Source: an optimization exercise on an open RTL-to-GDS flow (aim: small area). Production flows keep margins and buffers that such runs may drop. The RTL was checked by simulation tests, not by an equivalence proof against the original design. Power and IR drop assume default switching activity.

`design/flow/config.mk`:
```
export PLATFORM = sky130hd
export DESIGN_NAME = workloadClassifier
export DESIGN_NICKNAME = workloadClassifier
export VERILOG_FILES = /design/flow/design.v
export SDC_FILE = /design/flow/constraint.sdc
export NUM_CORES = 4
export LEC_CHECK = 0
export ABC_AREA = 1
export CAP_MARGIN = 20
export CORE_MARGIN = 2
export CORE_UTILIZATION = 60
export CTS_BUF_LIST = sky130_fd_sc_hd__clkbuf_8
export GPL_TIMING_DRIVEN = 0
export PLACE_DENSITY = 0.7
export SLEW_MARGIN = 20
```
`design/flow/constraint.sdc`:
```
create_clock -name core_clock -period 50.0 [get_ports {clk}]
set_input_delay 10.0000 -clock core_clock [delete_from_list [all_inputs] [get_ports {clk}]]
set_output_delay 10.0000 -clock core_clock [all_outputs]
set_load 0.01 [all_outputs]
```
`design/flow/design.v`:
```
package classifierPkg;
    typedef enum logic [2:0] {
        FmtUnknown = 3'd0,
        FmtCompute = 3'd1,
        FmtMemory  = 3'd2,
        FmtControl = 3'd3,
        FmtMixed   = 3'd4,
        FmtIdle    = 3'd5
    } formatT;
endpackage
module opcodeDecoder (
    input  logic       clk,
    input  logic       reset,
    input  logic       instructionValid,
    input  logic [6:0] opcode,
    input  logic       count0,
    output logic [2:0] hit,
    output logic [3:0] activeCount,
    output logic       idleOver,
    output logic       decide,
    output logic       windowClear
);
    logic [2:0] timer;
    logic [4:0] idleCount;
    always_ff @(posedge clk) begin
        if (!reset) timer <= '0;
        else        timer <= timer + 1'b1;
    end
    assign decide      = (timer == 3'd0);
    assign windowClear = decide & ~count0;
    always_comb begin
        hit = '0;
        if (instructionValid) begin
            case (opcode)
                7'b0110011, 7'b0010011:             hit[0] = 1'b1;
                7'b0000011, 7'b0100011:             hit[1] = 1'b1;
                7'b1100011, 7'b1101111, 7'b1100111: hit[2] = 1'b1;
                default:                            hit = '0;
            endcase
        end
    end
    always_ff @(posedge clk) begin
        if (!reset || windowClear) activeCount <= '0;
        else if (instructionValid) activeCount <= activeCount + 1'b1;
    end
    assign idleOver = idleCount[4] & ~idleCount[3] & idleCount[2] & ~idleCount[1];
    always_ff @(posedge clk) begin
        if (!reset || instructionValid) idleCount <= 5'b00001;
        else if (!idleOver)             idleCount <= {idleCount[3:0], idleCount[4] ^ idleCount[2]};
    end
endmodule
module opcodeShare (
    input  logic       clk,
    input  logic       reset,
    input  logic       windowClear,
    input  logic [3:0] activeCount,
    input  logic       category,
    output logic [3:0] count,
    output logic [7:0] toll
);
    always_ff @(posedge clk) begin
        if (!reset || windowClear) count <= '0;
        else if (category)         count <= count + 1'b1;
    end
    tollTable tableInst (.count(count), .activeCount(activeCount), .toll(toll));
endmodule
module tollTable (
    input  logic [3:0] count,
    input  logic [3:0] activeCount,
    output logic [7:0] toll
);
    logic n_n17;
    logic n_n18;
    logic n_n19;
    logic n_n20;
    logic n_n21;
    logic n_n22;
    logic n_n23;
    logic n_n24;
    logic n_n25;
    logic n_n26;
    logic n_n27;
    logic n_n28;
    logic n_n29;
    logic n_n30;
    logic n_n31;
    logic n_n32;
    logic n_n33;
    logic n_n34;
    logic n_n35;
    logic n_n36;
    logic n_n37;
    logic n_n38;
    logic n_n39;
    logic n_n40;
    logic n_n41;
    logic n_n42;
    logic n_n43;
    logic n_n44;
    logic n_n45;
    logic n_n46;
    logic n_n47;
    logic n_n48;
    logic n_n49;
    logic n_n50;
    logic n_n51;
    logic n_n52;
    logic n_n53;
    logic n_n54;
    logic n_n55;
    logic n_n56;
    logic n_n57;
    logic n_n58;
    logic n_n59;
    logic n_n60;
    logic n_n61;
    logic n_n62;
    logic n_n63;
    logic n_n64;
    logic n_n65;
    logic n_n66;
    logic n_n67;
    logic n_n68;
    logic n_n69;
    logic n_n70;
    logic n_n71;
    logic n_n72;
    logic n_n73;
    logic n_n74;
    logic n_n75;
    logic n_n76;
    logic n_n77;
    logic n_n78;
    logic n_n79;
    logic n_n80;
    logic n_n81;
    logic n_n82;
    logic n_n83;
    logic n_n84;
    logic n_n85;
    logic n_n87;
    logic n_n88;
    logic n_n89;
    logic n_n90;
    logic n_n91;
    logic n_n92;
    logic n_n93;
    logic n_n94;
    logic n_n95;
    logic n_n96;
    logic n_n97;
    logic n_n98;
    logic n_n99;
    logic n_n100;
    logic n_n101;
    logic n_n102;
    logic n_n103;
    logic n_n104;
    logic n_n105;
    logic n_n106;
    logic n_n107;
    logic n_n108;
    logic n_n109;
    logic n_n110;
    logic n_n111;
    logic n_n112;
    logic n_n113;
    logic n_n115;
    logic n_n116;
    logic n_n117;
    logic n_n119;
    logic n_n120;
    logic n_n121;
    logic n_n122;
    logic n_n123;
    logic n_n124;
    logic n_n125;
    logic n_n126;
    logic n_n127;
    logic n_n128;
    logic n_n129;
    logic n_n130;
    logic n_n131;
    logic n_n132;
    logic n_n133;
    logic n_n134;
    logic n_n135;
    logic n_n136;
    logic n_n137;
    logic n_n138;
    logic n_n139;
    logic n_n140;
    logic n_n141;
    logic n_n142;
    logic n_n143;
    logic n_n144;
    logic n_n145;
    logic n_n146;
    logic n_n147;
    logic n_n148;
    logic n_n149;
    logic n_n150;
    logic n_n151;
    logic n_n152;
    logic n_n153;
    logic n_n154;
    logic n_n155;
    logic n_n156;
    logic n_n157;
    logic n_n158;
    logic n_n159;
    logic n_n160;
    logic n_n161;
    logic n_n162;
    logic n_n163;
    logic n_n164;
    logic n_n165;
    logic n_n166;
    logic n_n167;
    logic n_n168;
    logic n_n169;
    logic n_n170;
    logic n_n171;
    logic n_n172;
    logic n_n173;
    logic n_n174;
    logic n_n175;
    logic n_n176;
    logic n_n177;
    logic n_n178;
    logic n_n179;
    logic n_n180;
    logic n_n181;
    logic n_n182;
    logic n_n183;
    logic n_n184;
    logic n_n185;
    logic n_n186;
    logic n_n187;
    logic n_n188;
    logic n_n189;
    logic n_n190;
    logic n_n191;
    logic n_n192;
    logic n_n193;
    logic n_n194;
    logic n_n195;
    logic n_n196;
    logic n_n198;
    logic n_n199;
    logic n_n200;
    logic n_n201;
    logic n_n202;
    logic n_n203;
    logic n_n204;
    logic n_n205;
    logic n_n206;
    logic n_n207;
    logic n_n208;
    logic n_n209;
    logic n_n210;
    logic n_n211;
    logic n_n212;
    logic n_n213;
    logic n_n214;
    logic n_n215;
    logic n_n216;
    logic n_n217;
    logic n_n218;
    logic n_n219;
    logic n_n220;
    logic n_n221;
    logic n_n222;
    logic n_n223;
    logic n_n224;
    logic n_n225;
    logic n_n227;
    logic n_n228;
    logic n_n229;
    logic n_n230;
    logic n_n231;
    logic n_n232;
    logic n_n233;
    logic n_n235;
    logic n_n236;
    logic n_n237;
    logic n_n238;
    logic n_n239;
    logic n_n240;
    logic n_n241;
    logic n_n242;
    logic n_n243;
    logic n_n244;
    logic n_n245;
    logic n_n246;
    logic n_n247;
    logic n_n248;
    logic n_n249;
    logic n_n250;
    logic n_n251;
    logic n_n252;
    logic n_n253;
    logic n_n254;
    logic n_n255;
    logic n_n256;
    logic n_n257;
    logic n_n258;
    logic n_n259;
    logic n_n260;
    logic n_n262;
    logic n_n263;
    logic n_n264;
    logic n_n265;
    logic n_n266;
    logic n_n267;
    logic n_n268;
    logic n_n269;
    logic n_n270;
    logic n_n271;
    logic n_n272;
    logic n_n273;
    logic n_n274;
    logic n_n275;
    logic n_n276;
    logic n_n277;
    assign n_n17 = ~count[2] & ~count[1];
    assign n_n18 = count[3] & ~n_n17;
    assign n_n19 = activeCount[2] & ~count[2];
    assign n_n20 = activeCount[1] & count[1];
    assign n_n21 = ~activeCount[0] & count[0];
    assign n_n22 = ~n_n20 & n_n21;
    assign n_n23 = n_n19 & n_n22;
    assign n_n24 = activeCount[0] & ~count[0];
    assign n_n25 = count[2] & ~count[1];
    assign n_n26 = ~activeCount[3] & activeCount[1];
    assign n_n27 = ~activeCount[2] & ~activeCount[1];
    assign n_n28 = ~n_n26 & ~n_n27;
    assign n_n29 = n_n25 & ~n_n28;
    assign n_n30 = activeCount[1] & ~count[1];
    assign n_n31 = count[3] & ~n_n30;
    assign n_n32 = n_n19 & n_n31;
    assign n_n33 = ~n_n29 & ~n_n32;
    assign n_n34 = ~n_n24 & ~n_n33;
    assign n_n35 = ~count[1] & n_n34;
    assign n_n36 = count[2] & n_n22;
    assign n_n37 = ~count[2] & count[1];
    assign n_n38 = ~count[0] & n_n37;
    assign n_n39 = ~activeCount[3] & ~activeCount[0];
    assign n_n40 = activeCount[2] & ~n_n39;
    assign n_n41 = ~n_n38 & ~n_n40;
    assign n_n42 = ~n_n36 & n_n41;
    assign n_n43 = count[2] & n_n21;
    assign n_n44 = n_n20 & ~n_n43;
    assign n_n45 = count[1] & ~n_n24;
    assign n_n46 = ~n_n44 & n_n45;
    assign n_n47 = ~n_n24 & n_n31;
    assign n_n48 = ~activeCount[3] & count[1];
    assign n_n49 = ~activeCount[2] & ~n_n48;
    assign n_n50 = ~n_n47 & n_n49;
    assign n_n51 = ~n_n24 & ~n_n30;
    assign n_n52 = ~count[0] & n_n25;
    assign n_n53 = ~n_n51 & n_n52;
    assign n_n54 = ~n_n50 & ~n_n53;
    assign n_n55 = ~n_n46 & n_n54;
    assign n_n56 = ~n_n42 & ~n_n55;
    assign n_n57 = count[3] & ~n_n19;
    assign n_n58 = count[3] & ~count[1];
    assign n_n59 = activeCount[1] & n_n48;
    assign n_n60 = ~n_n58 & ~n_n59;
    assign n_n61 = ~n_n21 & ~n_n60;
    assign n_n62 = ~n_n57 & ~n_n61;
    assign n_n63 = ~activeCount[1] & count[1];
    assign n_n64 = activeCount[1] & activeCount[0];
    assign n_n65 = ~n_n63 & ~n_n64;
    assign n_n66 = activeCount[2] & ~n_n65;
    assign n_n67 = ~n_n53 & ~n_n66;
    assign n_n68 = n_n24 & n_n30;
    assign n_n69 = count[3] & ~n_n68;
    assign n_n70 = n_n67 & ~n_n69;
    assign n_n71 = ~n_n51 & ~n_n70;
    assign n_n72 = ~n_n62 & n_n71;
    assign n_n73 = ~n_n56 & ~n_n72;
    assign n_n74 = ~activeCount[2] & count[2];
    assign n_n75 = count[1] & n_n74;
    assign n_n76 = activeCount[3] & ~count[3];
    assign n_n77 = count[0] & n_n76;
    assign n_n78 = ~count[2] & n_n77;
    assign n_n79 = ~n_n75 & ~n_n78;
    assign n_n80 = n_n44 & ~n_n79;
    assign n_n81 = n_n73 & ~n_n80;
    assign n_n82 = ~activeCount[3] & count[0];
    assign n_n83 = ~n_n25 & n_n82;
    assign n_n84 = ~n_n29 & ~n_n83;
    assign n_n85 = n_n67 & ~n_n84;
    assign toll[5] = ~(n_n81 & ~n_n85);
    assign n_n87 = ~n_n20 & ~n_n76;
    assign n_n88 = ~activeCount[2] & count[3];
    assign n_n89 = activeCount[2] & count[0];
    assign n_n90 = ~n_n88 & ~n_n89;
    assign n_n91 = ~n_n87 & ~n_n90;
    assign n_n92 = ~count[2] & ~n_n48;
    assign n_n93 = activeCount[2] & activeCount[1];
    assign n_n94 = ~activeCount[3] & ~count[1];
    assign n_n95 = n_n93 & n_n94;
    assign n_n96 = ~n_n92 & ~n_n95;
    assign n_n97 = ~n_n63 & n_n96;
    assign n_n98 = ~n_n91 & n_n97;
    assign n_n99 = toll[5] & n_n98;
    assign n_n100 = ~n_n35 & ~n_n99;
    assign n_n101 = ~n_n25 & ~n_n37;
    assign n_n102 = n_n81 & ~n_n101;
    assign n_n103 = n_n50 & ~n_n82;
    assign n_n104 = ~n_n102 & n_n103;
    assign n_n105 = n_n100 & n_n104;
    assign n_n106 = ~n_n23 & ~n_n105;
    assign n_n107 = ~n_n19 & ~n_n76;
    assign n_n108 = ~n_n68 & n_n107;
    assign n_n109 = n_n106 & ~n_n108;
    assign n_n110 = ~n_n18 & n_n109;
    assign n_n111 = ~count[3] & ~n_n96;
    assign n_n112 = ~n_n110 & ~n_n111;
    assign n_n113 = n_n34 & ~n_n96;
    assign toll[7] = ~(~n_n112 & ~n_n113);
    assign n_n115 = ~n_n58 & n_n92;
    assign n_n116 = n_n100 & ~n_n115;
    assign n_n117 = activeCount[2] & ~n_n116;
    assign toll[6] = n_n106 & ~n_n117;
    assign n_n119 = activeCount[1] & count[0];
    assign n_n120 = activeCount[3] & count[1];
    assign n_n121 = activeCount[2] & ~n_n100;
    assign n_n122 = ~count[0] & ~n_n121;
    assign n_n123 = ~n_n120 & n_n122;
    assign n_n124 = activeCount[3] & ~activeCount[0];
    assign n_n125 = ~n_n19 & n_n77;
    assign n_n126 = ~n_n124 & ~n_n125;
    assign n_n127 = ~n_n123 & n_n126;
    assign n_n128 = ~n_n119 & ~n_n127;
    assign n_n129 = activeCount[2] & ~count[3];
    assign n_n130 = n_n20 & n_n129;
    assign n_n131 = ~count[3] & count[1];
    assign n_n132 = activeCount[0] & count[0];
    assign n_n133 = activeCount[3] & n_n132;
    assign n_n134 = ~n_n131 & n_n133;
    assign n_n135 = ~n_n130 & ~n_n134;
    assign n_n136 = activeCount[3] & ~n_n101;
    assign n_n137 = count[2] & ~n_n76;
    assign n_n138 = n_n91 & ~n_n137;
    assign n_n139 = ~n_n136 & n_n138;
    assign n_n140 = ~n_n135 & ~n_n139;
    assign n_n141 = ~n_n128 & n_n140;
    assign n_n142 = n_n128 & n_n135;
    assign n_n143 = activeCount[2] & ~n_n76;
    assign n_n144 = activeCount[0] & ~count[2];
    assign n_n145 = activeCount[1] & n_n144;
    assign n_n146 = n_n143 & ~n_n145;
    assign n_n147 = ~n_n142 & ~n_n146;
    assign n_n148 = ~n_n141 & n_n147;
    assign n_n149 = activeCount[2] & n_n73;
    assign n_n150 = activeCount[1] & ~n_n149;
    assign n_n151 = n_n110 & n_n150;
    assign n_n152 = ~activeCount[2] & n_n63;
    assign n_n153 = ~activeCount[0] & ~n_n152;
    assign n_n154 = ~count[0] & n_n153;
    assign n_n155 = ~n_n151 & n_n154;
    assign n_n156 = ~n_n148 & n_n155;
    assign n_n157 = count[0] & ~n_n63;
    assign n_n158 = n_n31 & ~n_n157;
    assign n_n159 = ~n_n75 & ~n_n124;
    assign n_n160 = ~n_n158 & n_n159;
    assign n_n161 = ~n_n99 & ~n_n160;
    assign n_n162 = ~n_n119 & ~n_n161;
    assign n_n163 = n_n25 & ~n_n162;
    assign n_n164 = n_n129 & n_n163;
    assign n_n165 = activeCount[3] & n_n164;
    assign n_n166 = ~n_n48 & n_n143;
    assign n_n167 = n_n99 & ~n_n166;
    assign n_n168 = activeCount[3] & n_n115;
    assign n_n169 = ~activeCount[0] & ~n_n168;
    assign n_n170 = ~count[3] & ~n_n120;
    assign n_n171 = ~count[0] & n_n170;
    assign n_n172 = ~n_n169 & ~n_n171;
    assign n_n173 = ~activeCount[1] & ~activeCount[0];
    assign n_n174 = count[3] & count[1];
    assign n_n175 = ~n_n26 & ~n_n174;
    assign n_n176 = count[1] & ~n_n175;
    assign n_n177 = n_n64 & n_n176;
    assign n_n178 = ~n_n173 & ~n_n177;
    assign n_n179 = n_n172 & n_n178;
    assign n_n180 = activeCount[2] & ~n_n179;
    assign n_n181 = ~n_n167 & n_n180;
    assign n_n182 = ~activeCount[1] & ~count[0];
    assign n_n183 = ~n_n30 & ~n_n182;
    assign n_n184 = activeCount[0] & ~n_n101;
    assign n_n185 = ~n_n183 & n_n184;
    assign n_n186 = ~n_n144 & n_n183;
    assign n_n187 = n_n50 & ~n_n186;
    assign n_n188 = ~n_n185 & n_n187;
    assign n_n189 = count[2] & n_n24;
    assign n_n190 = n_n93 & n_n189;
    assign n_n191 = ~n_n188 & ~n_n190;
    assign n_n192 = ~n_n181 & n_n191;
    assign n_n193 = ~n_n165 & n_n192;
    assign n_n194 = ~count[3] & n_n30;
    assign n_n195 = n_n137 & ~n_n194;
    assign n_n196 = ~n_n184 & n_n195;
    assign toll[3] = ~(~n_n193 & ~n_n196);
    assign n_n198 = n_n31 & toll[3];
    assign n_n199 = ~n_n17 & n_n129;
    assign n_n200 = n_n109 & n_n199;
    assign n_n201 = activeCount[2] & count[2];
    assign n_n202 = ~n_n63 & n_n201;
    assign n_n203 = count[0] & ~n_n202;
    assign n_n204 = activeCount[0] & ~n_n88;
    assign n_n205 = ~n_n29 & n_n204;
    assign n_n206 = ~n_n203 & n_n205;
    assign n_n207 = ~n_n200 & n_n206;
    assign n_n208 = ~n_n198 & n_n207;
    assign n_n209 = n_n78 & n_n106;
    assign n_n210 = ~activeCount[1] & ~n_n48;
    assign n_n211 = ~activeCount[2] & ~count[2];
    assign n_n212 = ~n_n201 & ~n_n211;
    assign n_n213 = ~count[3] & n_n20;
    assign n_n214 = ~n_n212 & ~n_n213;
    assign n_n215 = ~n_n210 & ~n_n214;
    assign n_n216 = n_n79 & n_n132;
    assign n_n217 = ~n_n215 & n_n216;
    assign n_n218 = ~activeCount[1] & ~n_n152;
    assign n_n219 = activeCount[3] & n_n211;
    assign n_n220 = ~n_n18 & n_n21;
    assign n_n221 = ~n_n219 & n_n220;
    assign n_n222 = ~n_n218 & n_n221;
    assign n_n223 = ~n_n217 & ~n_n222;
    assign n_n224 = ~n_n209 & n_n223;
    assign n_n225 = ~n_n208 & n_n224;
    assign toll[4] = ~n_n156 & n_n225;
    assign n_n227 = activeCount[0] & n_n119;
    assign n_n228 = ~n_n100 & n_n227;
    assign n_n229 = ~n_n63 & ~n_n83;
    assign n_n230 = ~n_n92 & ~n_n229;
    assign n_n231 = n_n33 & ~n_n230;
    assign n_n232 = ~activeCount[0] & ~n_n231;
    assign n_n233 = ~n_n228 & ~n_n232;
    assign toll[2] = ~(~n_n148 & n_n233);
    assign n_n235 = activeCount[3] & n_n198;
    assign n_n236 = n_n19 & n_n176;
    assign n_n237 = count[3] & n_n30;
    assign n_n238 = activeCount[2] & n_n237;
    assign n_n239 = ~n_n82 & n_n153;
    assign n_n240 = ~n_n238 & n_n239;
    assign n_n241 = ~n_n236 & n_n240;
    assign n_n242 = ~activeCount[1] & ~count[1];
    assign n_n243 = n_n76 & n_n242;
    assign n_n244 = n_n64 & n_n174;
    assign n_n245 = ~n_n19 & ~n_n94;
    assign n_n246 = ~n_n244 & ~n_n245;
    assign n_n247 = ~n_n243 & n_n246;
    assign n_n248 = ~n_n241 & ~n_n247;
    assign n_n249 = n_n241 & n_n247;
    assign n_n250 = ~n_n248 & ~n_n249;
    assign n_n251 = n_n203 & ~n_n250;
    assign n_n252 = ~n_n235 & n_n251;
    assign n_n253 = n_n19 & ~n_n174;
    assign n_n254 = ~n_n170 & n_n253;
    assign n_n255 = count[2] & ~n_n175;
    assign n_n256 = activeCount[0] & ~n_n255;
    assign n_n257 = ~n_n254 & n_n256;
    assign n_n258 = ~n_n119 & ~n_n257;
    assign n_n259 = ~n_n241 & n_n258;
    assign n_n260 = ~n_n164 & ~n_n259;
    assign toll[1] = ~(~n_n252 & n_n260);
    assign n_n262 = n_n148 & n_n172;
    assign n_n263 = ~n_n148 & ~n_n172;
    assign n_n264 = n_n110 & ~n_n263;
    assign n_n265 = ~n_n262 & n_n264;
    assign n_n266 = ~activeCount[0] & n_n122;
    assign n_n267 = ~n_n265 & n_n266;
    assign n_n268 = ~n_n109 & n_n237;
    assign n_n269 = activeCount[0] & ~n_n167;
    assign n_n270 = ~n_n163 & ~n_n269;
    assign n_n271 = ~n_n139 & ~n_n161;
    assign n_n272 = ~n_n270 & n_n271;
    assign n_n273 = ~n_n268 & n_n272;
    assign n_n274 = ~n_n25 & ~n_n27;
    assign n_n275 = ~n_n95 & n_n274;
    assign n_n276 = n_n220 & n_n275;
    assign n_n277 = ~n_n273 & ~n_n276;
    assign toll[0] = ~n_n267 & n_n277;
endmodule
module workloadDecision (
    input  logic        clk,
    input  logic        reset,
    input  logic [3:0]  activeCount,
    input  logic        idleOver,
    input  logic        decide,
    input  logic [3:0]  computeCount,
    input  logic [3:0]  memCount,
    input  logic [3:0]  controlCount,
    input  logic [7:0]  computeToll,
    input  logic [7:0]  memToll,
    input  logic [7:0]  controlToll,
    output logic [2:0]  workloadFormat,
    output logic [3:0]  workloadConfidence,
    output logic [15:0] classificationCount,
    output logic [7:0]  adaptationRate,
    output logic        classificationValid
);
    logic       sameFormat;
    logic [4:0] stability;
    logic [2:0] ruleFormat;
    logic [3:0] ruleConf;
    logic [3:0] nextConf;
    logic [3:0] confDown;
    logic [3:0] confUp;
    logic       countZero;
    logic       fewActive;
    logic       isMixed;
    logic       domC, domM, domK;
    logic       nearCM, nearCK, nearMK;
    logic       boost;
    logic [15:0] countNext;
    logic        stableOver2, stableOver6, stableOver15;
    logic        carry;
    function automatic logic over150(input logic [7:0] t);
        over150 = t[7] & (t[6] | t[5] | (t[4] & t[3]));
    endfunction
    function automatic logic over50(input logic [7:0] t);
        over50 = t[7] | t[6] | (t[5] & t[4] & (t[2] | t[0]));
    endfunction
    function automatic logic over40(input logic [7:0] t);
        over40 = t[7] | t[6] | (t[5] & (t[4] | t[1] | (t[3] & t[2])));
    endfunction
    assign domC = over150(computeToll);
    assign domM = over150(memToll);
    assign domK = over150(controlToll);
    nearCM nearCMInst (.a(activeCount), .x(computeCount), .y(memCount),     .o(nearCM));
    nearK  nearCKInst (.a(activeCount), .x(computeCount), .y(controlCount), .o(nearCK));
    nearK  nearMKInst (.a(activeCount), .x(memCount),     .y(controlCount), .o(nearMK));
    assign isMixed = (over50(computeToll) & over50(memToll) & nearCM) |
                     (over40(controlToll) & ((over50(computeToll) & nearCK) |
                                             (over50(memToll) & nearMK)));
    assign countZero = ~|classificationCount;
    assign fewActive = ~|activeCount[3:1];
    assign confDown[0] = (workloadConfidence[3] & ~workloadConfidence[0]) | (workloadConfidence[1] & ~workloadConfidence[0]);
    assign confDown[1] = (workloadConfidence[1] & workloadConfidence[0]) | (workloadConfidence[3] & ~workloadConfidence[1] & ~workloadConfidence[0]);
    assign confDown[2] = ~workloadConfidence[3] | (workloadConfidence[2] & workloadConfidence[0]) | (workloadConfidence[2] & workloadConfidence[1]) | (~workloadConfidence[2] & ~workloadConfidence[1] & ~workloadConfidence[0]);
    assign confDown[3] = (workloadConfidence[3] & workloadConfidence[1]) | (workloadConfidence[3] & workloadConfidence[0]) | (workloadConfidence[3] & workloadConfidence[2]);
    assign confUp[0] = workloadConfidence[0] | (workloadConfidence[3] & workloadConfidence[2] & workloadConfidence[1]);
    assign confUp[1] = ~workloadConfidence[1] | (workloadConfidence[3] & workloadConfidence[2]);
    assign confUp[2] = (workloadConfidence[2] ^ workloadConfidence[1]) | (workloadConfidence[3] & workloadConfidence[2] & workloadConfidence[1]);
    assign confUp[3] = workloadConfidence[3] | workloadConfidence[1];
    always_comb begin
        ruleFormat = workloadFormat;
        ruleConf   = (workloadFormat != 3'd0) ? confDown : 4'd4;
        if (countZero) begin
            ruleFormat = 3'd0;
            ruleConf   = 4'd4;
        end else if (idleOver) begin
            ruleFormat = 3'd5;
            ruleConf   = 4'd8;
        end else if (fewActive) begin
            ruleFormat = 3'd0;
            ruleConf   = 4'd4;
        end else if (domC | domM | domK) begin
            ruleFormat = {1'b0, domM | domK, domC | domK};
            ruleConf   = 4'd7;
        end else if (isMixed) begin
            ruleFormat = 3'd4;
            ruleConf   = 4'd6;
        end
    end
    assign stableOver2  = ~stability[0] | ~stability[1] | ~stability[2];
    assign stableOver6  = (~stability[4] & ~stability[1]) | (~stability[3] & ~stability[0]) |
                          (~stability[2] & ~stability[0]);
    assign stableOver15 = ~stability[4] & ~stability[3] & ~stability[2];
    assign boost    = sameFormat & stableOver2;
    assign nextConf = boost ? confUp : ruleConf;
    always_comb begin
        carry = decide;
        for (int i = 0; i < 16; i++) begin
            countNext[i] = classificationCount[i] ^ carry;
            carry        = classificationCount[i] & carry;
        end
    end
    always_ff @(posedge clk) begin
        if (!reset) classificationCount <= '0;
        else        classificationCount <= countNext;
    end
    always_ff @(posedge clk) begin
        if (!reset) begin
            workloadFormat     <= 3'd0;
            sameFormat         <= 1'b1;
            workloadConfidence <= '0;
            stability          <= 5'b00111;
        end else if (decide) begin
            workloadFormat     <= ruleFormat;
            workloadConfidence <= nextConf;
            sameFormat         <= (ruleFormat == workloadFormat);
            if (!sameFormat)        stability <= 5'b00111;
            else if (!stableOver15) stability <= {stability[3:0], stability[4] ^ stability[1]};
        end
    end
    assign adaptationRate = {2'b00, ~stableOver6, stableOver6 & ~stableOver15, stableOver15, 3'b000};
    assign classificationValid = (activeCount[3] | activeCount[2]) & ~countZero;
endmodule
module nearCM (
    input  logic [3:0] a,
    input  logic [3:0] x,
    input  logic [3:0] y,
    output logic       o
);
    logic n_n14;
    logic n_n15;
    logic n_n16;
    logic n_n17;
    logic n_n18;
    logic n_n19;
    logic n_n20;
    logic n_n21;
    logic n_n22;
    logic n_n23;
    logic n_n24;
    logic n_n25;
    logic n_n26;
    logic n_n27;
    logic n_n28;
    logic n_n29;
    logic n_n30;
    logic n_n31;
    logic n_n32;
    logic n_n33;
    logic n_n34;
    logic n_n35;
    logic n_n36;
    logic n_n37;
    logic n_n38;
    logic n_n39;
    logic n_n40;
    logic n_n41;
    logic n_n42;
    logic n_n43;
    logic n_n44;
    logic n_n45;
    logic n_n46;
    logic n_n47;
    logic n_n48;
    logic n_n49;
    logic n_n50;
    logic n_n51;
    logic n_n52;
    logic n_n53;
    logic n_n54;
    assign n_n14 = x[2] & ~x[0];
    assign n_n15 = ~y[2] & y[0];
    assign n_n16 = n_n14 & n_n15;
    assign n_n17 = ~x[3] & ~y[1];
    assign n_n18 = ~n_n16 & ~n_n17;
    assign n_n19 = ~y[3] & ~n_n18;
    assign n_n20 = ~x[2] & x[0];
    assign n_n21 = n_n19 & n_n20;
    assign n_n22 = a[2] & ~x[0];
    assign n_n23 = ~y[3] & ~n_n22;
    assign n_n24 = x[2] & ~n_n23;
    assign n_n25 = ~n_n21 & ~n_n24;
    assign n_n26 = ~y[0] & ~n_n25;
    assign n_n27 = a[2] & y[1];
    assign n_n28 = a[1] & n_n27;
    assign n_n29 = x[1] & ~n_n28;
    assign n_n30 = ~n_n26 & n_n29;
    assign n_n31 = ~a[2] & a[0];
    assign n_n32 = a[1] & n_n31;
    assign n_n33 = x[2] & y[2];
    assign n_n34 = ~n_n32 & ~n_n33;
    assign n_n35 = x[0] & ~n_n34;
    assign n_n36 = ~x[1] & ~n_n19;
    assign n_n37 = ~n_n35 & n_n36;
    assign n_n38 = ~n_n30 & ~n_n37;
    assign n_n39 = ~y[1] & n_n32;
    assign n_n40 = ~y[2] & n_n20;
    assign n_n41 = y[0] & ~n_n40;
    assign n_n42 = x[1] & n_n33;
    assign n_n43 = x[3] & y[2];
    assign n_n44 = y[1] & n_n43;
    assign n_n45 = ~n_n42 & ~n_n44;
    assign n_n46 = n_n41 & n_n45;
    assign n_n47 = ~n_n39 & n_n46;
    assign n_n48 = ~x[2] & y[1];
    assign n_n49 = ~n_n31 & ~n_n48;
    assign n_n50 = ~x[0] & ~n_n49;
    assign n_n51 = n_n27 & n_n33;
    assign n_n52 = ~y[0] & ~n_n51;
    assign n_n53 = ~n_n50 & n_n52;
    assign n_n54 = ~n_n47 & ~n_n53;
    assign o = ~(~n_n38 & ~n_n54);
endmodule
module nearK (
    input  logic [3:0] a,
    input  logic [3:0] x,
    input  logic [3:0] y,
    output logic       o
);
    logic n_n14;
    logic n_n15;
    logic n_n16;
    logic n_n17;
    logic n_n18;
    logic n_n19;
    logic n_n20;
    logic n_n21;
    logic n_n22;
    logic n_n23;
    logic n_n24;
    logic n_n25;
    logic n_n26;
    logic n_n27;
    logic n_n28;
    logic n_n29;
    logic n_n30;
    logic n_n31;
    logic n_n32;
    logic n_n33;
    logic n_n34;
    logic n_n35;
    logic n_n36;
    logic n_n37;
    logic n_n38;
    logic n_n39;
    logic n_n40;
    logic n_n41;
    logic n_n42;
    logic n_n43;
    logic n_n44;
    logic n_n45;
    logic n_n46;
    logic n_n47;
    logic n_n48;
    logic n_n49;
    logic n_n50;
    logic n_n51;
    logic n_n52;
    logic n_n53;
    logic n_n54;
    logic n_n55;
    logic n_n56;
    logic n_n57;
    logic n_n58;
    logic n_n59;
    logic n_n60;
    assign n_n14 = ~y[2] & y[1];
    assign n_n15 = ~y[1] & ~y[0];
    assign n_n16 = x[0] & n_n15;
    assign n_n17 = ~y[3] & n_n16;
    assign n_n18 = ~n_n14 & ~n_n17;
    assign n_n19 = ~x[2] & ~n_n18;
    assign n_n20 = ~x[1] & ~y[3];
    assign n_n21 = ~y[1] & n_n20;
    assign n_n22 = ~n_n19 & ~n_n21;
    assign n_n23 = ~x[3] & ~n_n22;
    assign n_n24 = x[1] & x[0];
    assign n_n25 = a[2] & a[0];
    assign n_n26 = ~y[2] & n_n25;
    assign n_n27 = a[2] & a[1];
    assign n_n28 = y[1] & ~n_n27;
    assign n_n29 = x[2] & ~n_n28;
    assign n_n30 = ~n_n26 & ~n_n29;
    assign n_n31 = x[1] & ~n_n30;
    assign n_n32 = ~x[1] & ~x[0];
    assign n_n33 = x[3] & n_n32;
    assign n_n34 = y[0] & ~n_n33;
    assign n_n35 = y[2] & ~n_n15;
    assign n_n36 = ~n_n34 & n_n35;
    assign n_n37 = ~n_n31 & ~n_n36;
    assign n_n38 = ~n_n24 & ~n_n37;
    assign n_n39 = ~x[1] & x[0];
    assign n_n40 = ~y[1] & y[0];
    assign n_n41 = ~n_n39 & ~n_n40;
    assign n_n42 = a[1] & ~n_n41;
    assign n_n43 = x[0] & y[0];
    assign n_n44 = ~n_n32 & ~n_n43;
    assign n_n45 = ~a[1] & a[0];
    assign n_n46 = ~n_n44 & n_n45;
    assign n_n47 = ~n_n42 & ~n_n46;
    assign n_n48 = ~a[2] & ~n_n47;
    assign n_n49 = ~a[2] & x[0];
    assign n_n50 = y[0] & n_n20;
    assign n_n51 = ~n_n49 & n_n50;
    assign n_n52 = ~y[2] & ~n_n16;
    assign n_n53 = ~n_n51 & n_n52;
    assign n_n54 = y[2] & ~n_n25;
    assign n_n55 = ~n_n27 & ~n_n43;
    assign n_n56 = n_n54 & n_n55;
    assign n_n57 = x[2] & ~n_n56;
    assign n_n58 = ~n_n53 & n_n57;
    assign n_n59 = ~n_n48 & ~n_n58;
    assign n_n60 = ~n_n38 & n_n59;
    assign o = ~(~n_n23 & n_n60);
endmodule
module workloadClassifier (
    input  logic                  clk,
    input  logic                  reset,
    input  logic                  instructionValid,
    input  logic [6:0]            opcode,
    output logic [7:0]            computeToll,
    output logic [7:0]            memToll,
    output logic [7:0]            controlToll,
    output classifierPkg::formatT workloadFormat,
    output logic [3:0]            workloadConfidence,
    output logic [15:0]           classificationCount,
    output logic [7:0]            adaptationRate,
    output logic                  classificationValid
);
    logic [2:0]  hit;
    logic [3:0]  activeCount;
    logic        idleOver;
    logic        decide;
    logic        windowClear;
    logic [23:0] tollVec;
    logic [11:0] countVec;
    logic [2:0]  format;
    opcodeDecoder decoderInst (
        .clk              (clk),
        .reset            (reset),
        .instructionValid (instructionValid),
        .opcode           (opcode),
        .count0           (classificationCount[0]),
        .hit              (hit),
        .activeCount      (activeCount),
        .idleOver         (idleOver),
        .decide           (decide),
        .windowClear      (windowClear)
    );
    for (genvar i = 0; i < 3; i++) begin : genShare
        opcodeShare shareInst (
            .clk         (clk),
            .reset       (reset),
            .windowClear (windowClear),
            .activeCount (activeCount),
            .category    (hit[i]),
            .count       (countVec[i*4 +: 4]),
            .toll        (tollVec[i*8 +: 8])
        );
    end
    assign computeToll = tollVec[7:0];
    assign memToll     = tollVec[15:8];
    assign controlToll = tollVec[23:16];
    workloadDecision decisionInst (
        .clk                 (clk),
        .reset               (reset),
        .activeCount         (activeCount),
        .idleOver            (idleOver),
        .decide              (decide),
        .computeCount        (countVec[3:0]),
        .memCount            (countVec[7:4]),
        .controlCount        (countVec[11:8]),
        .computeToll         (computeToll),
        .memToll             (memToll),
        .controlToll         (controlToll),
        .workloadFormat      (format),
        .workloadConfidence  (workloadConfidence),
        .classificationCount (classificationCount),
        .adaptationRate      (adaptationRate),
        .classificationValid (classificationValid)
    );
    assign workloadFormat = classifierPkg::formatT'(format);
endmodule
```
`design/flow/flow/run.sh`:
```
#!/bin/bash
# Own layout flow: the standard flow (standard.sh) with two changes, both for area:
#  - synthesis (flow/synth.tcl) is the standard flow's synthesis script with only the combinational
#    mapping changed: ABC runs flow/abc.script (amap area mapping, twice, without the delay-driven
#    buffering and upsizing) and no half/full-adder cells are extracted. Registers, their
#    names and cell types are those of the standard synthesis;
#  - the port buffers are buf_1 cells.
# Each tool's log is under orfs/logs/; make's own output is in flow_make.log.
set -euo pipefail
export OWN_ABC_SCRIPT="$PWD/flow/abc.script"
bash standard.sh SYNTH_SCRIPT="$PWD/flow/synth.tcl" \
  BUFFER_PORTS_ARGS="-buffer_cell sky130_fd_sc_hd__buf_1" finish > "$PWD/flow_make.log" 2>&1
```
`design/flow/flow/abc.script`:
```
strash
dc2
dch
amap
strash
dch
amap
topo
```
`design/flow/flow/synth.tcl`:
```
# The standard flow's synthesis script (synth_recipe.tcl) with two changes, both to the combinational
# logic only: ABC maps with flow/abc.script (area mapping without the delay-driven buffering
# and upsizing), and no half/full-adder cells are extracted (extract_fa does nothing).
# Every other pass, and so every register and its name, is the standard synthesis's.
proc synth {args} { yosys synth -nofsm -noshare {*}$args }
proc extract_fa {args} { }
proc abc {args} {
  set i [lsearch -exact $args -script]
  if { $i >= 0 } {
    set args [lreplace $args [expr { $i + 1 }] [expr { $i + 1 }] $::env(OWN_ABC_SCRIPT)]
  }
  yosys abc {*}$args
}
source $::env(SCRIPTS_DIR)/synth.tcl
# left out here: clear keep_hierarchy, flatten, clean up, hide names made inside functions, write 1_2_yosys.v
```
`design/flow/standard.sh`:
```
#!/bin/bash
# synth_recipe.tcl (not shown) runs the flow's synth.tcl, then flattens the netlist and writes it again
# the make line also repeats each setting of config.mk as NAME=value (left out here)
make -C /OpenROAD-flow-scripts/flow DESIGN_CONFIG=/design/flow/config.mk WORK_HOME=/design/flow/orfs CLKGATE_MAP_FILE= SYNTH_SCRIPT=/design/flow/synth_recipe.tcl "${@:-finish}"
```
==> flow_summary.toml, run 1 <==
[sta]
relSlewSlack_pct = 25.6
skew_ns = 0.00846
setup_viol = 0
slew_violations = 0
fmax_mhz = 58.2
finalCritPeriodShare_pct = 34.4
fin_setup_tns_ns = 0
rsz0062_at_grt = "no"
tightest_slew_ns = 1.11
hold_viol = 0
period_minus_slack_ns = 17.18

[global_routing]
grt_pass1_wl_um = 32500
grt_use_total_pct = 40.8
antenna_found_initial = 0
grt_max_degree = 43
grt_remaining_overflow = 0
grt_pass1_vias = 6817

[setup_path]
critPathLaunch = "decoderInst.activeCount[0]"
r2r_cells = 31
endpoint_kind = "output port"
critPathMaxFanout = 30
cp-start-kind = "flip-flop"
r2r_end = "decisionInst.sameFormat"
critical_path_class = "flip-flop to output port"
crit_required_ns = 40.00
reg2reg_from = "decoderInst.activeCount[0]"
crit_arrival_ns = 7.18
rrSetupSlack_ns = 40.44

[flow_run]
max-cap-violations = 0

[die]
ios = 66
die_h_um = 96.6
initial_utilization_pct = 62.3
core_area_um2 = 8260
die-width_um = 96.6
num_rows = 33
dieArea_um2 = 9340

[placed_design]
globalplace.congestion = 1.10
dp_hpwl_um = 14200
dp_cells = 1034
io_buffers = 60

[route]
route.detailed.drc = 0
drt-pass1-iter-count = 13
vias = 7548
avgViaCountPerCell = 7.24
drtAntennaViolNets = 0
wl_per_cell_um = 19.6
drtIter0Drc = 1470
drt_wl_total_um = 20400

[hold_path]
hold_end = "decoderInst.timer[0]"
whs_path_depth = 1
hp-start = "decoderInst.timer[0]"
hold_path_class = "flip-flop to flip-flop"

[cts]
cts-resized-gates = 0
h-tree-depth = 2
clk_path_buf_depth = 2
cts_tree = "done"
holdBufCountCts = 0
clk_pin_slew_ns = 0.10
post_cts_buffers = 0
clock_sinks = 53
cts_buffers = 5
clkLatencyLatePin_ns = 0.31
cts-root-buf = "clkbuf_8"

[synth]
synth_edf_count = 0
ys_ff_latch = 53
syn-instance-count = 865
ys.flop_type = "dfxtp_1"
synth_cell_types = 46
syn_area_um2 = 5150
async_flop_share_pct = 0
synth-seq-area-share_pct = 20.6
syn_area_per_cell_um2 = 5.95
yosysWarnings = 3

[final_layout]
fin_cells = 1042
multi_input_area_um2 = 3670
utilization_pct = 68.3
area_growth_pct = 9.55
drive_gt1_share_pct = 2.03
nNetsFinal = 946
fillers = 762
seq_area_um2 = 1060
antennaDiodeCount = 0

[pwr]
power_density_nw_per_um2 = 16.8
vdd_drop_max_v = 0.0000204
p_leak_nw = 1.74

[outcome]
status = "complete, no violations"
## per-stage QoR
step                      setup WS, ns  total power, W  hold slack (ns)  area, um2
after global placement           33.21       0.0000646            0.422       5520
final                            32.82       0.0000947            0.450       5640
after floorplan                  35.16       0.0000592            0.414       5160
after CTS                        33.30       0.0000939            0.452       5640
after detailed placement         33.69       0.0000654            0.438       5530
after global routing             32.50       0.0000984            0.482       5640
## worst max-delay path, stage by stage (launching register included)
cell       delay (ns)
dfxtp_1          1.05
clkinv_1         1.22
nor2_1           0.57
nor2_1           0.13
nor3_1           0.22
a211oi_1         0.12
o21ai_0          0.13
a31oi_1          0.17
o21ai_0          0.17
nor2_1           0.13
clkinv_1         0.08
o2111ai_1        0.20
o21ai_0          0.27
clkinv_1         0.15
o21ai_0          0.26
nor2_1           0.07
o21ai_0          0.28
o32ai_1          0.14
a31oi_1          0.31
a2111oi_0        0.10
a2111oi_0        0.85
buf_1            0.22
## sequential cells by signal (all words and copies together), names as in the netlist
register and flops:
decisionInst.classificationCount 16, genShare.shareInst.count 12, decisionInst.stability 5, decoderInst.idleCount 5, decisionInst.workloadConfidence 4, decoderInst.activeCount 4, decisionInst.workloadFormat 3, decoderInst.timer 3
decisionInst.sameFormat 1
## worst max path at each step
| stage | slack, ns | end | cells past startpoint |
|---|---|---|---|
| global placement | 33.21 | controlToll[4] | 20 |
| CTS | 33.30 | memToll[4] | 19 |
| global route | 32.50 | memToll[4] | 21 |
| floorplan | 35.16 | memToll[4] | 19 |
| finish | 32.82 | memToll[4] | 21 |
| detailed placement | 33.69 | memToll[4] | 19 |
## cells in the mapped netlist (all sizes together) (7+ instances only)
cell / number / share of area [%]
o21a: 11 / 1.6
a221oi: 14 / 2.4
buf: 7 / 1.0
o22ai: 14 / 1.7
dfxtp: 53 / 21
a31oi: 24 / 2.9
nand3: 10 / 0.97
a21oi: 57 / 5.5
a311oi: 7 / 1.2
nand2: 58 / 4.2
a211oi: 25 / 3.6
o21ai: 85 / 8.3
clkinv: 102 / 7.4
a2111oi: 9 / 1.5
nor2: 231 / 17
and3: 7 / 0.85
nor3: 72 / 7.0
## power by group
part | internal, W | leakage [nW] | switching [W]
logic | 0.00000601 | 1.25 | 0.0000125
registers | 0.0000438 | 0.433 | 0.00000299
clock network | 0.0000148 | 0.0595 | 0.0000145
## layer usage
metal | vias up | global-route usage, % | part of all wire, %
met5 | - | 0 | 0
met4 | 0 | 18.3 | 6.1
met3 | 202 | 10.3 | 16
met2 | 760 | 63.4 | 41
met1 | 3261 | 53.4 | 36
li1 | 3325 | - | -
## cells in the final DEF, fill, tap and decap left out, types with 4 or more instances in the layout
| master | instances |
|---|---|
| o221ai_1 | 6 |
| o32ai_1 | 5 |
| and3_1 | 7 |
| o22ai_1 | 14 |
| a311oi_1 | 7 |
| nand2_1 | 58 |
| a32oi_1 | 5 |
| buf_4 | 7 |
| a31oi_1 | 24 |
| a2111oi_0 | 9 |
| a21oi_1 | 57 |
| nor4_1 | 6 |
| o311ai_0 | 4 |
| o21ai_0 | 84 |
| dfxtp_1 | 50 |
| o211ai_1 | 6 |
| or2_0 | 4 |
| a211oi_1 | 25 |
| buf_1 | 60 |
| a221oi_1 | 14 |
| clkbuf_8 | 5 |
| o21a_1 | 11 |
| nor2_1 | 231 |
| o32a_1 | 4 |
| o31ai_1 | 6 |
| nand3_1 | 10 |
| conb_1 | 5 |
| clkinv_1 | 101 |
| nor3_1 | 72 |
## logic make-up after synthesis
| family | Yosys count | share of synthesized area [%] |
|---|---|---|
| AOI/OAI and AO/OA | 298 | 37.6 |
| other | 1 | 0.0728 |
| DFF | 53 | 20.6 |
| buffers and inverters | 109 | 8.46 |
| and+or+nand+nor | 404 | 33.3 |
## area by class of cell
class | count | area share, %
inverter | 102 | 6.81
timing repair buffer | 60 | 3.99
clock inverter | 3 | 0.754
clock buffer | 5 | 1.22
sequential | 53 | 18.9
multi-input combinational | 707 | 65.1
buffer | 7 | 0.932
tap | 105 | 2.33
==> run 2, diff against run 1 <==
==> design/flow/flow/run.sh (replaced) <==
#!/bin/bash
# Own layout flow: the standard flow (standard.sh) with two changes, both for area:
#  - synthesis (flow/synth.tcl) is the standard flow's synthesis script with only the combinational
#    mapping changed: ABC runs flow/abc.script (amap area mapping, twice, without the delay-driven
#    buffering and upsizing) and no half/full-adder cells are extracted. Registers, their
#    names and cell types are those of the standard synthesis;
#  - the port buffers are buf_1 cells, and the buffers synthesis puts on output ports that
#    share a driver are removed at floorplan (REMOVE_ABC_BUFFERS), as the port buffers
#    that placement adds take their place.
# Each tool's log is under orfs/logs/; make's own output is in flow_make.log.
set -euo pipefail
export OWN_ABC_SCRIPT="$PWD/flow/abc.script"
bash standard.sh SYNTH_SCRIPT="$PWD/flow/synth.tcl" \
  BUFFER_PORTS_ARGS="-buffer_cell sky130_fd_sc_hd__buf_1" REMOVE_ABC_BUFFERS=1 finish > "$PWD/flow_make.log" 2>&1
==> run 2 against run 1 <==
  * Core utilization down 0.79 points
  * First-iteration DRC count decreased by 18%
  * Register-to-register slack gained 0.19 ns
  * Via count fell by 0.44%
  * Cell count fell by 0.58%
  * Largest cell class unchanged
  * Synthesized cell count stayed put
  * Hold slack better by 0.021 ns
  * Wire length down 0.11%
  * Final area fell by 1.2%
==> flow_summary.toml, run 2 <==
[synth]
synth.area.top_cells = "dfxtp_1 21%, nor2_1 17%, o21ai_0 8.3%"
syn_area_um2 = 5150
synth_area_leader_cell = "dfxtp_1"
ys.flop_type = "dfxtp_1"
synthSimpleGateAreaFrac_pct = 33.3
synth_top_family_by_area = "compound AO/OA/AOI/OAI gates"
yosysWarnings = 3
synth_edf_count = 0
netlist_top_cells_count = "231 x nor2_1, 102 x clkinv_1, 85 x o21ai_0, 72 x nor3_1, 58 x nand2_1"
synth_xor_area_share_pct = 0
synth_cell_types = 46
synth_top_area_share_pct = 20.6
ys_ff_latch = 53
synthMuxAreaShare_pct = 0
syn_area_per_cell_um2 = 5.95
synth-seq-area-share_pct = 20.6
synth_compound_area_share_pct = 37.6
synthAdderAreaFrac_pct = 0
yosysMostFrequentCell = "nor2_1"
syn-instance-count = 865
async_flop_share_pct = 0

[cts]
holdBufCountCts = 0
clock_sinks = 53
post_cts_buffers = 0
clkLatencyLatePin_ns = 0.31
cts_buffers = 5
cts_tree = "done"
clk_pin_slew_ns = 0.11
h-tree-depth = 2
cts-root-buf = "clkbuf_8"
clk_path_buf_depth = 2
cts-resized-gates = 0

[route]
drtIter0Drc = 1204
route.detailed.drc = 0
drt-pass1-iter-count = 17
wl_per_cell_um = 19.6
vias = 7515
avgViaCountPerCell = 7.25
drtAntennaViolNets = 0
drt_wl_total_um = 20400

[global_routing]
grt_max_degree = 43
grt_use_total_pct = 41.4
grt_pass1_wl_um = 32800
grt_pass1_vias = 6808
antenna_found_initial = 0
grt_remaining_overflow = 0

[setup_path]
crit_required_ns = 40.00
crit_buf_inv = 3
slowest_delay_ns = 1.18
endpoint_kind = "output port"
critPathMaxFanout = 30
cp_top_family = "compound AO/OA/AOI/OAI gates"
crit_arrival_ns = 7.11
slowest_stage = "clkinv_1"
critical_path_class = "flip-flop to output port"
crit_chain = "clkinv_1 > nor2_1 > nor2_1 > nor3_1 > a211oi_1 > o21ai_0 > a31oi_1 > o21ai_0 > nor2_1 > clkinv_1 > o2111ai_1 > o21a_1 > o21ai_0 > nor4_1 > o32ai_1 > and3_1 > nor4b_1 > a2111oi_0 > buf_1"
cp-start-kind = "flip-flop"

[final_layout]
multi_input_area_um2 = 3670
utilization_pct = 67.5
largest-register = "decisionInst.classificationCount"
final_common_cell = "nor2_1"
nNetsFinal = 940
fillers = 770
most-common-layout-cells = "231 x nor2_1, 101 x clkinv_1, 84 x o21ai_0, 72 x nor3_1, 60 x buf_1"
largestRegisters = "decisionInst.classificationCount: 16 flops, genShare.shareInst.count: 12 flops"
largest_reg_flops = 16
antennaDiodeCount = 0
drive_gt1_share_pct = 1.40
area_growth_pct = 8.29
seq_area_um2 = 1060

[sta]
tightest_slew_ns = 1.18
hold_viol = 0
slew_violations = 0
setup_viol = 0
fin_setup_tns_ns = 0
finalCritPeriodShare_pct = 34.2
relSlewSlack_pct = 21.2
rsz0062_at_grt = "no"
skew_ns = 0.00923
period_minus_slack_ns = 17.11
fmax_mhz = 58.5

[die]
num_rows = 33
die_h_um = 96.6
dieArea_um2 = 9340
core_area_um2 = 8260
ios = 66
die-width_um = 96.6
initial_utilization_pct = 62.3

[placed_design]
globalplace.congestion = 1.07
dp_hpwl_um = 14400
io_buffers = 60

[flow_run]
max-cap-violations = 0

[pwr]
power_density_nw_per_um2 = 16.2
vdd_drop_max_v = 0.0000163
p_leak_nw = 1.69

[outcome]
status = "complete, no violations"

[hold_path]
hold_path_class = "flip-flop to flip-flop"
-- run 2: worst paths after layout --
kind | from | to | slack (ns) | cells after the start
hold / removal | decoderInst.idleCount[3] | decoderInst.idleCount[4] | 0.47 | 2
setup reg to reg | decoderInst.activeCount[0] | decisionInst.sameFormat | 40.63 | 28
hold reg to reg | decoderInst.idleCount[3] | decoderInst.idleCount[4] | 0.47 | 2
setup / recovery | decoderInst.activeCount[0] | memToll[4] | 32.89 | 19
-- run 2: per-stage QoR --
step / hold slack, ns / std cells / power [W] / setup WS (ns) / instance area (um2)
after floorplan: 0.414 / 862 / 0.0000587 / 35.16 / 5110
after global placement: 0.423 / 1027 / 0.0000640 / 33.43 / 5470
after detailed placement: 0.462 / 1028 / 0.0000649 / 33.68 / 5480
after CTS: 0.469 / 1036 / 0.0000896 / 33.31 / 5570
after global routing: 0.498 / 1036 / 0.0000946 / 32.51 / 5580
final: 0.471 / 1036 / 0.0000904 / 32.89 / 5580
-- run 2: cell families (layout without fill, tap and decap cells) --
logic type | count (synthesis) | in the layout
and+or+nand+nor | 404 | 404
AOI/OAI and AO/OA | 298 | 298
buffers and inverters | 109 | 171
DFF | 53 | 53
other | 1 | 5
-- run 2: layer usage --
metal,track usage [%],routed length [um],up-vias
li1,-,-,3318
met1,54.8,7550,3283
met2,62.4,8400,712
met3,10.2,3030,202
met4,20.9,1370,0
met5,0,0,-
-- run 2: area by class of cell --
cell class / instances / area share, %
clock buffers: 5 / 1.23
clock inverters: 3 / 0.471
inverters: 102 / 6.89
multi-input cells: 707 / 65.8
flip-flops and latches: 53 / 19.1
well taps: 105 / 2.36
repair buffers: 61 / 4.17
-- run 2: power by group --
| group | total [W] | internal (W) | switching, W |
|---|---|---|---|
| clock | 0.0000256 | 0.0000102 | 0.0000154 |
| combinational | 0.0000179 | 0.00000563 | 0.0000123 |
| sequential | 0.0000468 | 0.0000438 | 0.00000299 |
-- run 2: worst reg2reg max path: cells and delay by family (launching register included) --
kind	cells	cell delay, ns
compound gates	16	5.01
buf+inv	4	1.60
flops	1	1.12
simple gates	8	1.54
==> run 3, diff against run 2 <==
--- a/design/flow/flow/run.sh
+++ b/design/flow/flow/run.sh
@@ -6,9 +6,13 @@
 #    names and cell types are those of the standard synthesis;
 #  - the port buffers are buf_1 cells, and the buffers synthesis puts on output ports that
 #    share a driver are removed at floorplan (REMOVE_ABC_BUFFERS), as the port buffers
-#    that placement adds take their place.
+#    that placement adds take their place;
+#  - clock tree synthesis builds the tree from clkbuf_16 cells with sink clusters of up to 60
+#    registers, and inserts no dummy loads.
 # Each tool's log is under orfs/logs/; make's own output is in flow_make.log.
 set -euo pipefail
 export OWN_ABC_SCRIPT="$PWD/flow/abc.script"
 bash standard.sh SYNTH_SCRIPT="$PWD/flow/synth.tcl" \
-  BUFFER_PORTS_ARGS="-buffer_cell sky130_fd_sc_hd__buf_1" REMOVE_ABC_BUFFERS=1 finish > "$PWD/flow_make.log" 2>&1
+  BUFFER_PORTS_ARGS="-buffer_cell sky130_fd_sc_hd__buf_1" REMOVE_ABC_BUFFERS=1 \
+  CTS_ARGS="-sink_clustering_enable -repair_clock_nets -buf_list sky130_fd_sc_hd__clkbuf_16 -sink_clustering_size 60 -sink_clustering_max_diameter 400 -dont_use_dummy_load" \
+  finish > "$PWD/flow_make.log" 2>&1
--- a/design/flow/config.mk
+++ b/design/flow/config.mk
@@ -9,7 +9,7 @@
 export CAP_MARGIN = 20
 export CORE_MARGIN = 2
 export CORE_UTILIZATION = 60
-export CTS_BUF_LIST = sky130_fd_sc_hd__clkbuf_8
+export CTS_BUF_LIST = sky130_fd_sc_hd__clkbuf_16
 export GPL_TIMING_DRIVEN = 0
 export PLACE_DENSITY = 0.7
 export SLEW_MARGIN = 20
==> run 3 against run 2 <==
  * Highest routed layer unchanged
  * Critical path type unchanged
  * Critical endpoint unchanged
  * Register-to-register slack got worse by 0.25 ns
  * Global-route usage is 0.52 points higher
  * Core utilization grew 0.36 points
  * Final area rose by 0.54%
==> flow_summary.toml, run 3 <==
[setup_path]
rrSetupSlack_ns = 40.38
critical_path_class = "flip-flop to output port"
crit_required_ns = 40.00
endpoint_kind = "output port"
critPathMaxFanout = 30
cp-start-kind = "flip-flop"
crit_arrival_ns = 7.26

[cts]
clock_sinks = 53
clk_pin_slew_ns = 0.08
cts_buffers = 5
cts-root-buf = "clkbuf_16"
post_cts_buffers = 0
holdBufCountCts = 0
h-tree-depth = 2
cts-resized-gates = 0
clkLatencyLatePin_ns = 0.30
clk_path_buf_depth = 2
cts_tree = "done"

[route]
drt-pass1-iter-count = 7
drt_wl_total_um = 20500
wl_per_cell_um = 19.8
vias = 7553
avgViaCountPerCell = 7.31
route.detailed.drc = 0
drtIter0Drc = 1094
drtAntennaViolNets = 0

[sta]
setup_viol = 0
relSlewSlack_pct = 19.6
tightest_slew_ns = 1.20
period_minus_slack_ns = 17.26
slew_violations = 0
rsz0062_at_grt = "no"
fmax_mhz = 57.9
skew_ns = 0.0195
fin_ws_ns = 32.74
hold_viol = 0
fin_setup_tns_ns = 0
finalCritPeriodShare_pct = 34.5

[synth]
syn-instance-count = 865
synth_cell_types = 46
yosysMostFrequentCell = "nor2_1"
synth_edf_count = 0
netlist_top_cells_count = "231 x nor2_1, 102 x clkinv_1, 85 x o21ai_0, 72 x nor3_1, 58 x nand2_1"
ys.flop_type = "dfxtp_1"
yosysWarnings = 3
async_flop_share_pct = 0
synth_top_area_share_pct = 20.6
syn_area_um2 = 5150
ys_ff_latch = 53
synth-seq-area-share_pct = 20.6
syn_area_per_cell_um2 = 5.95
synth_area_leader_cell = "dfxtp_1"
synth.area.top_cells = "dfxtp_1 21%, nor2_1 17%, o21ai_0 8.3%"

[final_layout]
largest-register = "decisionInst.classificationCount"
multi_input_area_um2 = 3670
fin_area_um2 = 5610
largestRegisters = "decisionInst.classificationCount: 16 flops, genShare.shareInst.count: 12 flops"
drive_gt1_share_pct = 1.08
largest_reg_flops = 16
most-common-layout-cells = "231 x nor2_1, 101 x clkinv_1, 84 x o21ai_0, 72 x nor3_1, 60 x buf_1"
nNetsFinal = 940
seq_area_um2 = 1060
fillers = 752
final_common_cell = "nor2_1"
antennaDiodeCount = 0
area_growth_pct = 8.87
fin_cells = 1033

[pwr]
vdd_drop_max_v = 0.0000174
p_leak_nw = 1.71
power_density_nw_per_um2 = 17.4

[global_routing]
grt_pass1_wl_um = 33300
grt_pass1_vias = 6881
antenna_found_initial = 0
grt_max_degree = 43
grt_use_total_pct = 41.9
grt_remaining_overflow = 0

[placed_design]
dp_cells = 1028
post_dp_cell_area_um2 = 5480
dp_hpwl_um = 14300
globalplace.congestion = 1.03
io_buffers = 60
post-place-ws_ns = 33.64

[outcome]
status = "complete, no violations"

[die]
die_h_um = 96.6
dieArea_um2 = 9340
initial_utilization_pct = 62.3
core_area_um2 = 8260
num_rows = 33
ios = 66
die-width_um = 96.6

[hold_path]
hold_path_class = "flip-flop to flip-flop"

[flow_run]
max-cap-violations = 0
-- run 3: cells by family after synthesis --
logic type / count (synthesis) / share of synthesized area [%]
buffers and inverters: 109 / 8.46
flip-flops: 53 / 20.6
AO/OA/AOI/OAI: 298 / 37.6
other: 1 / 0.0728
AND/OR/NAND/NOR: 404 / 33.3
-- run 3: critical path, stage by stage (launching register included) --
cell and delay (ns):
dfxtp_1 1.12, clkinv_1 1.28, nor2_1 0.56, nor2_1 0.13
nor3_1 0.25, a211oi_1 0.12, o21ai_0 0.16, a31oi_1 0.17
o21ai_0 0.14, nor2_1 0.12, clkinv_1 0.07, o2111ai_1 0.15
o21ai_0 0.25, clkinv_1 0.18, a21oi_1 0.29, o31ai_1 0.18
nor2_1 0.23, clkinv_1 0.13, a21oi_1 0.17, a2111oi_0 0.12
a2111oi_0 0.91, buf_1 0.22
-- run 3: cell type report --
cell class / instances / share of cell area, %
tap: 105 / 2.34
multi-input combinational: 707 / 65.4
inverter: 102 / 6.85
sequential: 53 / 19.0
timing repair buffer: 61 / 4.15
clock buffer: 5 / 2.23
-- run 3: path summary, 6_finish.rpt --
| path | end | startpoint | depth (start not counted) |
|---|---|---|---|
| worst min register to register | decoderInst.timer[0] | decoderInst.timer[0] | 1 |
| worst min-delay path | decoderInst.timer[0] | decoderInst.timer[0] | 1 |
| worst max-delay path | memToll[4] | decoderInst.activeCount[0] | 21 |
| worst max register to register | decisionInst.sameFormat | decoderInst.activeCount[0] | 30 |
-- run 3: stage by stage --
stage / util, % / total power, W / hold slack [ns]
2_1_floorplan: - / 0.0000587 / 0.414
3_3_place_gp: 66.2 / 0.0000641 / 0.422
3_5_place_dp: 66.3 / 0.0000650 / 0.439
4_1_cts: 67.9 / 0.0000961 / 0.457
5_1_grt: 67.9 / 0.000101 / 0.486
6_report: 67.9 / 0.0000977 / 0.452
-- run 3: metal layers --
| metal | vias to the layer above | routed length [um] | share of wire [%] | track usage [%] |
|---|---|---|---|---|
| met1 | 3314 | 7430 | 36 | 54.0 |
| met4 | 0 | 1390 | 6.8 | 22.0 |
| li1 | 3293 | - | - | - |
| met3 | 198 | 3110 | 15 | 11.3 |
| met5 | - | 0 | 0 | 0 |
| met2 | 748 | 8580 | 42 | 63.9 |
-- run 3: where the power goes --
group / internal, W / total [W] / switching [W] / leakage, nW
logic: 0.00000564 / 0.0000182 / 0.0000126 / 1.22
clock network: 0.0000178 / 0.0000326 / 0.0000149 / 0.0616
registers: 0.0000438 / 0.0000468 / 0.00000292 / 0.433
==> run 4, diff against run 3 <==
==> design/flow/flow/run.sh (replaced) <==
#!/bin/bash
set -euo pipefail
export OWN_ABC_SCRIPT="$PWD/flow/abc.script"
bash standard.sh SYNTH_SCRIPT="$PWD/flow/synth.tcl" \
  BUFFER_PORTS_ARGS="-buffer_cell sky130_fd_sc_hd__buf_1" REMOVE_ABC_BUFFERS=1 \
  CTS_ARGS="-sink_clustering_enable -repair_clock_nets -buf_list sky130_fd_sc_hd__clkbuf_8 -dont_use_dummy_load" \
  finish > "$PWD/flow_make.log" 2>&1
--- a/design/flow/config.mk
+++ b/design/flow/config.mk
@@ -9,7 +9,7 @@
 export CAP_MARGIN = 20
 export CORE_MARGIN = 2
 export CORE_UTILIZATION = 60
-export CTS_BUF_LIST = sky130_fd_sc_hd__clkbuf_16
+export CTS_BUF_LIST = sky130_fd_sc_hd__clkbuf_8
 export GPL_TIMING_DRIVEN = 0
 export PLACE_DENSITY = 0.7
 export SLEW_MARGIN = 20
==> run 4 against run 3 <==
  * Still clean on timing, DRC and antenna
  * Combinational power hardly changed
  * Clock-buffer cell count stayed put
  * Non-clock buffer count stayed put
  * Clock power is 33% lower
  * Core utilization is 0.68 points lower
  * Via count is 0.86% lower
  * Worst setup slack better by 0.078 ns
  * Sequential power hardly changed
  * Flip-flop and latch count stayed put
  * Largest power group unchanged
==> flow_summary.toml, run 4 <==
[synth]
async_flop_share_pct = 0
synth_edf_count = 0
synth_top_family_by_area = "compound AO/OA/AOI/OAI gates"
synthMuxAreaShare_pct = 0
ys.flop_type = "dfxtp_1"
synth_cell_types = 46
syn_area_per_cell_um2 = 5.95
syn_area_um2 = 5150
ys_ff_latch = 53
synth_top_area_share_pct = 20.6
syn-instance-count = 865
yosysMostFrequentCell = "nor2_1"
synth_compound_area_share_pct = 37.6
synth_area_leader_cell = "dfxtp_1"
synth.area.top_cells = "dfxtp_1 21%, nor2_1 17%, o21ai_0 8.3%"
yosysWarnings = 3
synth_xor_area_share_pct = 0
synthAdderAreaFrac_pct = 0
synth-seq-area-share_pct = 20.6
netlist_top_cells_count = "231 x nor2_1, 102 x clkinv_1, 85 x o21ai_0, 72 x nor3_1, 58 x nand2_1"
synthSimpleGateAreaFrac_pct = 33.3

[die]
core_area_um2 = 8260
dieArea_um2 = 9340
num_rows = 33
initial_utilization_pct = 62.3
die_h_um = 96.6
ios = 66
die-width_um = 96.6

[setup_path]
reg2reg_from = "decoderInst.activeCount[0]"
critical_path_class = "flip-flop to output port"
crit_required_ns = 40.00
crit_end = "memToll[4]"
crit_arrival_ns = 7.18
critPathLaunch = "decoderInst.activeCount[0]"
r2r_cells = 28
critPathMaxFanout = 30
rrSetupSlack_ns = 40.50
r2r_end = "decisionInst.sameFormat"
cp-start-kind = "flip-flop"
endpoint_kind = "output port"

[route]
drt-pass1-iter-count = 9
drtIter0Drc = 1135
drt_wl_total_um = 20300
vias = 7488
route.detailed.drc = 0
avgViaCountPerCell = 7.25
wl_per_cell_um = 19.6
drtAntennaViolNets = 0

[final_layout]
largest-register = "decisionInst.classificationCount"
antennaDiodeCount = 0
most-common-layout-cells = "231 x nor2_1, 101 x clkinv_1, 84 x o21ai_0, 72 x nor3_1, 60 x buf_1"
fin_area_um2 = 5550
fin_cells = 1033
utilization_pct = 67.2
drive_gt1_share_pct = 1.08
area_growth_pct = 7.78
largest_reg_flops = 16
largestRegisters = "decisionInst.classificationCount: 16 flops, genShare.shareInst.count: 12 flops"
final_common_cell = "nor2_1"
nNetsFinal = 940

[cts]
cts_buffers = 5
holdBufCountCts = 0
clkLatencyLatePin_ns = 0.32
cts-resized-gates = 0
clock_sinks = 53
clk_path_buf_depth = 2
cts_tree = "done"
cts-root-buf = "clkbuf_8"
h-tree-depth = 2
post_cts_buffers = 0
clk_pin_slew_ns = 0.11

[sta]
fin_ws_ns = 32.82
relSlewSlack_pct = 21.4
setup_viol = 0
fin_setup_tns_ns = 0
rsz0062_at_grt = "no"
tightest_slew_ns = 1.18
fmax_mhz = 58.2
finalCritPeriodShare_pct = 34.4
skew_ns = 0.0322
slew_violations = 0
period_minus_slack_ns = 17.18
hold_viol = 0

[global_routing]
grt_use_total_pct = 41.4
grt_pass1_vias = 6830
grt_max_degree = 43
antenna_found_initial = 0
grt_pass1_wl_um = 32700
grt_remaining_overflow = 0

[placed_design]
post-place-ws_ns = 33.68
io_buffers = 60
dp_cells = 1028
globalplace.congestion = 1.07
post_dp_cell_area_um2 = 5480
dp_hpwl_um = 14400

[flow_run]
max-cap-violations = 0

[outcome]
status = "complete, no violations"

[pwr]
vdd_drop_max_v = 0.0000134
power_density_nw_per_um2 = 15.6
p_leak_nw = 1.69

[hold_path]
hold_path_class = "flip-flop to flip-flop"
[run 4: layout make-up]
| class | count | area (um2) |
|---|---|---|
| multi-input combinational | 707 | 3670 |
| inverter | 102 | 384 |
| tap | 105 | 131 |
| sequential | 53 | 1060 |
| timing repair buffer | 61 | 233 |
| fill | 771 | 2710 |
| clock buffer | 5 | 68.8 |
[run 4: worst max-delay path, stage by stage, from the launching register on]
cell and delay [ns]:
dfxtp_1 1.11, clkinv_1 1.21, nor2_1 0.54, nor2_1 0.13
nor3_1 0.21, a211oi_1 0.10, o21ai_0 0.13, a31oi_1 0.16
o21ai_0 0.15, nor2_1 0.14, clkinv_1 0.09, o2111ai_1 0.16
o21a_1 0.18, o21ai_0 0.48, nor4_1 0.10, o32ai_1 0.57
and3_1 0.29, nor4b_1 0.07, a2111oi_0 0.84, buf_1 0.22
[run 4: worst min path at each step]
stage                                   from                  endpoint  slack [ns]  cells past startpoint
global placement        decoderInst.timer[0]      decoderInst.timer[0]        0.42                      1
CTS                 decoderInst.idleCount[1]  decoderInst.idleCount[2]        0.45                      2
global route        decoderInst.idleCount[1]  decoderInst.idleCount[2]        0.46                      2
floorplan               decoderInst.timer[0]      decoderInst.timer[0]        0.41                      1
finish              decoderInst.idleCount[1]  decoderInst.idleCount[2]        0.46                      2
detailed placement  decoderInst.idleCount[3]  decoderInst.idleCount[4]        0.46                      2
[run 4: metal layers]
metal	global-route usage (%)	part of all wire, %	up-vias
met5	0	0	-
met4	20.0	6.4	0
met3	11.3	15	175
met2	63.4	41	706
met1	53.8	37	3297
li1	-	-	3310
[run 4: through the flow]
step | power, W | hold WS (ns)
6_report | 0.0000866 | 0.459
5_1_grt | 0.0000907 | 0.460
4_1_cts | 0.0000858 | 0.448
3_5_place_dp | 0.0000649 | 0.462
3_3_place_gp | 0.0000640 | 0.423
2_1_floorplan | 0.0000587 | 0.414
[run 4: cells by family after synthesis]
kind of cell | count (synthesis)
DFF | 53
and+or+nand+nor | 404
AOI/OAI and AO/OA | 298
buffers and inverters | 109
other | 1
[run 4: power by group]
part	internal [W]	switching [W]	total (W)
sequential	0.0000438	0.00000300	0.0000468
combinational	0.00000563	0.0000123	0.0000179
clock	0.00000906	0.0000128	0.0000219

static timing again, ports no longer ideal:
The flow's constraints put no driver on any port. The routed layouts listed below were extracted and timed again, unchanged, in two steps. Step 1 (the two cells are an assumption about what drives the block):
set clk [get_ports {clk}]
set_driving_cell -lib_cell sky130_fd_sc_hd__clkbuf_16 $clk
set_driving_cell -lib_cell sky130_fd_sc_hd__buf_2 [delete_from_list [all_inputs] $clk]
Step 2, shift: input delay + t, output delay - t, t = (earliest + latest rising clock arrival at the registers) / 2. This alone moves slack from input paths to output paths. a / b / c = no drivers / after step 1 / after step 2; a / b = the first two.
| run | t, ns | slack for setup (ns) | worst hold slack (ns) | worst setup path at the end | pins driven straight from the clock port |
|---|---|---|---|---|---|
| run 1 | 0.340 | 32.823 / 32.792 / 33.132 | 0.450 / 0.450 / 0.450 | register to output | 1 |
| run 2 | 0.340 | 32.893 / 32.863 / 33.202 | 0.471 / 0.471 / 0.471 | register to output | 1 |
| run 3 | 0.323 | 32.738 / 32.704 / 33.027 | 0.452 / 0.452 / 0.452 | register to output | 1 |
| run 4 | 0.334 | 32.816 / 32.785 / 33.118 | 0.459 / 0.459 / 0.459 | register to output | 1 |
After both steps every run listed still meets setup and hold.
